What follows belongs to an exercise in optimizing a design on an open flow for small area, a short achievable clock period and few clock cycles; a production flow would make more cautious choices. Function was checked by simulation only, so behaviour that the tests miss may differ from the original. Power is estimated from default activity; no workload was simulated.

==> inputs of build 30 <==
Design sliding_window_median_filter, start of the top module:
module sliding_window_median_filter (
    input  logic                                 clk,
    input  logic                                 rst_n,
    input  logic                                 cfg_wr_en,
    input  logic [swmf_pkg::CFG_BITS-1:0]        cfg_wr_data,
    input  logic                                 s_axis_tvalid,
    output logic                                 s_axis_tready,
    input  logic [swmf_pkg::SAMPLE_BITS-1:0]     s_axis_tdata,   
    input  logic                                 s_axis_tuser,   
    input  logic                                 s_axis_tlast,   
    output logic                                 m_axis_tvalid,
    input  logic                                 m_axis_tready,
    output logic [swmf_pkg::SAMPLE_BITS-1:0]     m_axis_tdata,   
    output logic                                 m_axis_tlast    
);
    localparam int MW = swmf_pkg::MAX_WINDOW;
    localparam int WB = swmf_pkg::WIN_BITS;
    localparam int IB = swmf_pkg::IDX_BITS;
    localparam int HB = swmf_pkg::HALF_BITS;
    localparam int SB = swmf_pkg::SAMPLE_BITS;
    logic [swmf_pkg::CFG_BITS-1:0] win_size_reg;
    logic                          s_ready_reg;
    logic [SB-1:0]                 s_b;
    logic [SB-1:0]                 s_bn;         
    logic                          v_b;
    logic                          user_b;
    logic                          last_b;
    logic [WB-1:0]                 win_b;
    logic                          hz_b;         
    logic                          ho_b;         
    logic [HB-1:0]                 half_reg;
    logic                          hz_reg;       
    logic [HB-1:0]                 warmup_reg;
    logic                          warm_done_reg;
    logic                          flushing_reg;
    logic                          flush_one_reg;
    logic [HB-1:0]                 flush_cnt_reg;
    logic                          v_c;
    logic                          start_c;
    logic                          emit_c;
    logic                          last_c;
    logic [SB-1:0]                 s_c;
    logic [WB-1:0]                 win_c;
    logic [WB-1:0]                 win_u;        
    logic [IB-1:0]                 med_rank;
    logic [MW-1:0]                 hit_reg;      
    logic [MW-1:0]                 old_oh;       
    logic [MW-1:0]                 old_oh_nx;    
  ...
Settings: LEC_CHECK=0, CAP_MARGIN=30, CELL_PAD_IN_SITES_DETAIL_PLACEMENT=1, CELL_PAD_IN_SITES_GLOBAL_PLACEMENT=2, CORE_MARGIN=2, CORE_UTILIZATION=36, CTS_CLUSTER_DIAMETER=100, CTS_CLUSTER_SIZE=20, PLACE_DENSITY=0.48, SETUP_SLACK_MARGIN=3.5, SLEW_MARGIN=30; clock period 7.2 ns.
run.sh (not shown) runs the stock make flow with config.mk's settings and CLKGATE_MAP_FILE= SYNTH_SCRIPT=/design/flow/synth_recipe.tcl, a recipe that flattens the netlist after the stock synthesis.
==> build 96: changes against build 30 <==
--- a/flow/design.v
+++ b/flow/design.v
@@ -219,12 +219,13 @@
     logic [WB-1:0]                 win_c;
     logic [WB-1:0]                 win_u;        
     logic [IB-1:0]                 med_rank;
     logic [MW-1:0]                 hit_reg;      
     logic [MW-1:0]                 old_oh;       
     logic [MW-1:0]                 old_oh_nx;    
+    logic [IB-1:0]                 next_rank_reg;  
     logic [MW-1:0]                 pend_oh;      
     logic                          pend_v;       
     logic                          pend_gt;      
     logic                          pend_le;      
     logic                          pend_gt2;     
     logic [IB-1:0]                 xor_reg;
@@ -284,12 +285,16 @@
     logic [IB-1:0] med_rank_new;
     logic [SB-1:0] med_or;
     logic          med_any;
     logic [SB-1:0] med_val;
     logic          upd_push;
     logic          upd_start;
+    logic          upd_push_reg;
+    logic          upd_start_reg;
+    logic          v_c_next;
+    logic          start_c_next;
     assign adv = !skid_valid_reg;
     always_comb
     begin
         win_clamp = (win_size_reg == '0) ? WB'(1) : WB'(win_size_reg);
         accept    = s_axis_tvalid && s_ready_reg;
         consume    = adv && v_b && !flushing_reg;
@@ -335,12 +340,14 @@
         half_next = start ? HB'(win_b >> 1) : half_reg;
         hz_next   = start ? hz_b : hz_reg;
         deq             = out_valid_reg && m_axis_tready;
         arrive          = adv && v_d;
         out_valid_next  = (out_valid_reg && !deq) || skid_valid_reg || arrive;
         skid_valid_next = (skid_valid_reg && !deq) || (out_valid_reg && !deq && arrive);
+        v_c_next        = adv ? push : v_c;
+        start_c_next    = adv ? start : start_c;
         v_b_next    = s_ready_reg ? s_axis_tvalid : (v_b && !consume);
         user_b_next = s_ready_reg ? s_axis_tuser : user_b;
         last_b_next = s_ready_reg ? s_axis_tlast : last_b;
         hz_b_next   = s_ready_reg ? (win_clamp == WB'(1)) : hz_b;
         hz_b_eff    = user_b_next ? hz_b_next : hz_next;
         if (!skid_valid_next)
@@ -365,21 +372,25 @@
         old_oh_next2[0] = |(old_oh_next & last_mask);
         for (int i = 1; i < MW; i++)
         begin
             old_oh_next2[i] = old_oh_next[i-1] && !last_mask[i-1];
         end
         byp_le = !swmf_pkg::gt_signed(s_c, s_b);
-        next_rank = '0;
         next_le   = 1'b0;
         next2_le  = 1'b0;
         for (int i = 0; i < MW; i++)
         begin
-            next_rank = next_rank | (old_oh_next[i] ? cell_rank[i] : '0);
             next_le   = next_le | (old_oh_next[i] && cell_le[i]);
             next2_le  = next2_le | (old_oh_next2[i] && cell_le[i]);
         end
+        next_rank = '0;
+        for (int i = 0; i < MW; i++)
+        begin
+            next_rank = next_rank
+                        | ((upd_push ? old_oh_next2[i] : old_oh_next[i]) ? cell_rank_upd[i] : '0);
+        end
         free_rank = IB'(swmf_pkg::xor_upto(WB'(MW))) ^ xor_reg ^ (res_in ? res_reg : '0);
         xor_next  = '0;
         for (int i = 0; i < MW; i++)
         begin
             xor_next = xor_next ^ ((old_oh[i] || pend_oh[i]) ? '0 : cell_rank_upd[i]);
         end
@@ -387,14 +398,14 @@
         med_or  = '0;
         for (int i = 0; i < MW; i++)
         begin
             med_or = med_or | (hit_reg[i] ? cell_val[i] : '0);
         end
         med_val = med_any ? med_or : s_d;
-        upd_push  = adv && v_c && !start_c;
-        upd_start = adv && v_c && start_c;
+        upd_push  = upd_push_reg;
+        upd_start = upd_start_reg;
         if (!upd_push)
         begin
             pend_rank = free_rank;
         end
         else if (pend_gt && pend_le)
         begin
@@ -438,13 +449,13 @@
             .cmp_byp_le   (byp_le),
             .cmp_en       (adv),
             .upd_push     (upd_push && act_mask[i]),
             .upd_start    (upd_start),
             .upd_write    (old_oh[i]),
             .upd_sample   (s_c),
-            .upd_next_rank(next_rank),
+            .upd_next_rank(next_rank_reg),
             .upd_gt_new   (next_le),
             .pend_gt_next (pend_gt2),
             .pend_gt_now  (pend_gt),
             .pend         (pend_oh[i]),
             .pend_rank    (pend_rank),
             .idx          (IB'(i)),
@@ -467,12 +478,14 @@
             warm_done_reg  <= 1'b0;
             flush_cnt_reg  <= '0;
             flushing_reg   <= 1'b0;
             flush_one_reg  <= 1'b0;
             v_c            <= 1'b0;
             v_d            <= 1'b0;
+            upd_push_reg   <= 1'b0;
+            upd_start_reg  <= 1'b0;
             out_valid_reg  <= 1'b0;
             skid_valid_reg <= 1'b0;
         end
         else
         begin
             if (cfg_wr_en)
@@ -495,12 +508,14 @@
             begin
                 v_c <= push;
                 v_d <= v_c && emit_c;
             end
             out_valid_reg  <= out_valid_next;
             skid_valid_reg <= skid_valid_next;
+            upd_push_reg   <= !skid_valid_next && v_c_next && !start_c_next;
+            upd_start_reg  <= !skid_valid_next && v_c_next && start_c_next;
         end
     end
     always_ff @(posedge clk)
     begin
         if (s_ready_reg)
         begin
@@ -521,12 +536,13 @@
             win_c   <= win_b;
             pend_le <= byp_le;
             last_d  <= last_c;
             s_d     <= s_c;
         end
         xor_reg <= xor_next;
+        next_rank_reg <= upd_start ? IB'(2) : next_rank;
         hit_reg <= hit_next;
         res_reg <= pend_rank;
         res_in  <= |pend_oh && !(|(pend_oh & old_oh));
         if (upd_start)
         begin
             win_u    <= win_c;
--- a/flow/config.mk
+++ b/flow/config.mk
@@ -6,12 +6,12 @@
 export NUM_CORES = 4
 export LEC_CHECK = 0
 export CAP_MARGIN = 30
 export CELL_PAD_IN_SITES_DETAIL_PLACEMENT = 1
 export CELL_PAD_IN_SITES_GLOBAL_PLACEMENT = 2
 export CORE_MARGIN = 2
-export CORE_UTILIZATION = 36
+export CORE_UTILIZATION = 42
 export CTS_CLUSTER_DIAMETER = 100
 export CTS_CLUSTER_SIZE = 20
-export PLACE_DENSITY = 0.48
-export SETUP_SLACK_MARGIN = 3.5
+export PLACE_DENSITY = 0.56
+export SETUP_SLACK_MARGIN = 3.6
 export SLEW_MARGIN = 30
==> run summary <==
* Tot Pwr at ~56 mW
* Syn avg cell area at roughly 10 um2
* Grt met3 use at between 10% and 20%
* #MultiIn Comb at 6085
* Post-Synthesis Cells at 8731
* Status: finished clean
* Crit path largest cell delay at between 0.5 and 0.6 ns
* Signal buf overhead at 5.230%
the above is filed under build 96

==> run summary <==
* Status: finished clean
* Post-Synthesis Cells at 8632
* Total track usage at a little over two fifths
* Tot Pwr at 68.22 mW
* #MultiIn Comb at 6028
* Hold WC Path Type: reg -> reg
* Signal buf overhead at slightly below 6%
* Grt met3 use at approximately 8%
* Crit path largest cell delay at 0.53 ns
the above is filed under build 30

Testbench counts of build 30, summed over its fixed seeds: cycles 9,929.
Testbench counts of build 96, summed over its fixed seeds: cycles 9,929.


==> ember: inputs <==
sliding_window_median_filter, a different RTL version from the one above (not shown whole).
Settings: LEC_CHECK=0, CAP_MARGIN=30, CELL_PAD_IN_SITES_DETAIL_PLACEMENT=1, CELL_PAD_IN_SITES_GLOBAL_PLACEMENT=2, CORE_MARGIN=2, CORE_UTILIZATION=42, CTS_CLUSTER_DIAMETER=100, CTS_CLUSTER_SIZE=20, PLACE_DENSITY=0.56, SETUP_SLACK_MARGIN=3.6, SLEW_MARGIN=30; clock period 7.2 ns.
==> inputs of amber, as changes to ember <==
--- a/flow/design.v
+++ b/flow/design.v
@@ -195,10 +195,11 @@
     localparam int HB = swmf_pkg::HALF_BITS;
     localparam int SB = swmf_pkg::SAMPLE_BITS;
     logic [swmf_pkg::CFG_BITS-1:0] win_size_reg;
     logic                          s_ready_reg;
     logic [SB-1:0]                 s_b;
+    logic [SB-1:0]                 s_bn;         
     logic                          v_b;
     logic                          user_b;
     logic                          last_b;
     logic [WB-1:0]                 win_b;
     logic                          hz_b;         
@@ -216,10 +217,11 @@
     logic                          last_c;
     logic [SB-1:0]                 s_c;
     logic [WB-1:0]                 win_c;
     logic [WB-1:0]                 win_u;        
     logic [IB-1:0]                 med_rank;
+    logic [MW-1:0]                 hit_reg;      
     logic [MW-1:0]                 old_oh;       
     logic [MW-1:0]                 old_oh_nx;    
     logic [MW-1:0]                 pend_oh;      
     logic                          pend_v;       
     logic                          pend_gt;      
@@ -276,16 +278,21 @@
     logic          next_le;
     logic [MW-1:0] old_oh_next2;
     logic          next2_le;
     logic [IB-1:0] free_rank;
     logic [IB-1:0] pend_rank;
-    logic [MW-1:0] med_hit;
+    logic [MW-1:0] hit_next;
+    logic [IB-1:0] med_rank_new;
     logic [SB-1:0] med_or;
     logic          med_any;
     logic [SB-1:0] med_val;
     logic          upd_push;
     logic          upd_start;
+    logic          upd_push_reg;
+    logic          upd_start_reg;
+    logic          v_c_next;
+    logic          start_c_next;
     assign adv = !skid_valid_reg;
     always_comb
     begin
         win_clamp = (win_size_reg == '0) ? WB'(1) : WB'(win_size_reg);
         accept    = s_axis_tvalid && s_ready_reg;
@@ -333,10 +340,12 @@
         hz_next   = start ? hz_b : hz_reg;
         deq             = out_valid_reg && m_axis_tready;
         arrive          = adv && v_d;
         out_valid_next  = (out_valid_reg && !deq) || skid_valid_reg || arrive;
         skid_valid_next = (skid_valid_reg && !deq) || (out_valid_reg && !deq && arrive);
+        v_c_next        = adv ? push : v_c;
+        start_c_next    = adv ? start : start_c;
         v_b_next    = s_ready_reg ? s_axis_tvalid : (v_b && !consume);
         user_b_next = s_ready_reg ? s_axis_tuser : user_b;
         last_b_next = s_ready_reg ? s_axis_tlast : last_b;
         hz_b_next   = s_ready_reg ? (win_clamp == WB'(1)) : hz_b;
         hz_b_eff    = user_b_next ? hz_b_next : hz_next;
@@ -378,23 +387,19 @@
         xor_next  = '0;
         for (int i = 0; i < MW; i++)
         begin
             xor_next = xor_next ^ ((old_oh[i] || pend_oh[i]) ? '0 : cell_rank_upd[i]);
         end
-        for (int i = 0; i < MW; i++)
-        begin
-            med_hit[i] = !pend_oh[i] && (cell_rank[i] == med_rank);
-        end
         med_any = !(pend_v && (free_rank == med_rank));
         med_or  = '0;
         for (int i = 0; i < MW; i++)
         begin
-            med_or = med_or | (med_hit[i] ? cell_val[i] : '0);
+            med_or = med_or | (hit_reg[i] ? cell_val[i] : '0);
         end
         med_val = med_any ? med_or : s_d;
-        upd_push  = adv && v_c && !start_c;
-        upd_start = adv && v_c && start_c;
+        upd_push  = upd_push_reg;
+        upd_start = upd_start_reg;
         if (!upd_push)
         begin
             pend_rank = free_rank;
         end
         else if (pend_gt && pend_le)
@@ -407,16 +412,36 @@
         end
         else
         begin
             pend_rank = free_rank;
         end
+        med_rank_new = IB'(win_c - 1'b1 - (win_c >> 1));
+        for (int i = 0; i < MW; i++)
+        begin
+            if (upd_start)
+            begin
+                hit_next[i] = IB'(i) == med_rank_new;
+            end
+            else if (pend_oh[i])
+            begin
+                hit_next[i] = pend_rank == med_rank;
+            end
+            else if (upd_push && old_oh[i])
+            begin
+                hit_next[i] = 1'b0;
+            end
+            else
+            begin
+                hit_next[i] = cell_rank_upd[i] == med_rank;
+            end
+        end
     end
     for (genvar i = 0; i < MW; i++)
     begin : g_cell
         swmf_cell u_cell (
             .clk          (clk),
-            .cmp_sample   (s_b),
+            .cmp_sample   ((i % 2 == 0) ? s_b : ~s_bn),
             .cmp_bypass   (v_c && (start_c || old_oh[i])),
             .cmp_byp_le   (byp_le),
             .cmp_en       (adv),
             .upd_push     (upd_push && act_mask[i]),
             .upd_start    (upd_start),
@@ -449,10 +474,12 @@
             flush_cnt_reg  <= '0;
             flushing_reg   <= 1'b0;
             flush_one_reg  <= 1'b0;
             v_c            <= 1'b0;
             v_d            <= 1'b0;
+            upd_push_reg   <= 1'b0;
+            upd_start_reg  <= 1'b0;
             out_valid_reg  <= 1'b0;
             skid_valid_reg <= 1'b0;
         end
         else
         begin
@@ -477,17 +504,20 @@
                 v_c <= push;
                 v_d <= v_c && emit_c;
             end
             out_valid_reg  <= out_valid_next;
             skid_valid_reg <= skid_valid_next;
+            upd_push_reg   <= !skid_valid_next && v_c_next && !start_c_next;
+            upd_start_reg  <= !skid_valid_next && v_c_next && start_c_next;
         end
     end
     always_ff @(posedge clk)
     begin
         if (s_ready_reg)
         begin
             s_b    <= s_axis_tdata;
+            s_bn   <= ~s_axis_tdata;
             user_b <= s_axis_tuser;
             last_b <= s_axis_tlast;
             win_b  <= win_clamp;
             hz_b   <= win_clamp == WB'(1);
             ho_b   <= (win_clamp >> 1) == WB'(1);
@@ -502,16 +532,17 @@
             pend_le <= byp_le;
             last_d  <= last_c;
             s_d     <= s_c;
         end
         xor_reg <= xor_next;
+        hit_reg <= hit_next;
         res_reg <= pend_rank;
         res_in  <= |pend_oh && !(|(pend_oh & old_oh));
         if (upd_start)
         begin
             win_u    <= win_c;
-            med_rank <= IB'(win_c - 1'b1 - (win_c >> 1));
+            med_rank <= med_rank_new;
             old_oh   <= (win_c == WB'(1)) ? MW'(1) : MW'(2);
             old_oh_nx <= (win_c <= WB'(2)) ? MW'(1) : MW'(4);
             pend_oh  <= '0;
             pend_v   <= 1'b0;
         end
==> summary.md <==
| Metric | Value |
|---|---|
| Clock tree buffer count of the final layout | `about 120` |
| Simple-gate share of the synthesized area | `11.2%` |
| Result of the run | `complete, no violations` |
| Number of storage elements in the synthesis netlist | `between 1,500 and 2,000` |
| Drt wl/cell | `48.4 um` |
| Tmin final | `between 3 and 4 ns` |
| Starting density of the core | `42.3%` |
| Drt total wl | `between 500 and 600 mm` |
-- figures above: amber

==> summary.md <==
| Metric | Value |
|---|---|
| Number of flops mapped to enable cells by yosys | `1,275` |
| Die span in y | `between 400 and 500 um` |
| Simple-gate share of the synthesized area | `10.6%` |
| Setup repair bufs after CTS | `between 100 and 150` |
| Tmin final | `4.05 ns` |
| Starting density of the core | `42.3%` |
| Most frequently used cell type in the post-synthesis netlist | `sky130_fd_sc_hd__edfxtp_1` |
| Result of the run | `complete, no violations` |
| GR Layer Usage met1 | `around 55%` |
| Die boundary width | `roughly 460 um` |
| Highest metal used | `met5` |
| Drt total wl | `approximately 520 mm` |
| Max Clock Freq | `roughly 250 MHz` |
| Switching share of power | `between 50% and 60%` |
-- figures above: ember

Testbench counts of ember, summed over its fixed seeds: cycles 9,929.
Testbench counts of amber, summed over its fixed seeds: cycles 9,929.

==> static timing again, ports no longer ideal <==
How much do the figures lean on ideal ports? The routed layouts below were timed once more, with nothing changed but the port constraints.
Step 1, drivers: a clkbuf_16 drives clk and a buf_2 each remaining input, both assumed.
Step 2 times the ports against the registers' clock, not the clock port: input delays grow and output delays shrink by t, the midpoint of the rising clock arrivals with the driver on.
Slacks: ideal ports / drivers / drivers and shift; pairs: ideal ports / drivers.
run	t, ns	slack for setup (ns)	worst setup path after step 2	latest minus earliest clock arrival (ns)	worst register clock-pin slew, ns
build 30	0.935	3.168 / 3.168 / 3.168	register to register	0.057 / 0.057	0.10 / 0.10
build 96	0.923	3.398 / 3.398 / 3.398	register to register	0.070 / 0.070	0.10 / 0.10
ember	0.926	3.147 / 3.147 / 3.147	register to register	0.075 / 0.075	0.10 / 0.10
amber	0.943	3.445 / 3.445 / 3.445	register to register	0.076 / 0.076	0.11 / 0.11
After both steps every run listed still meets setup and hold.
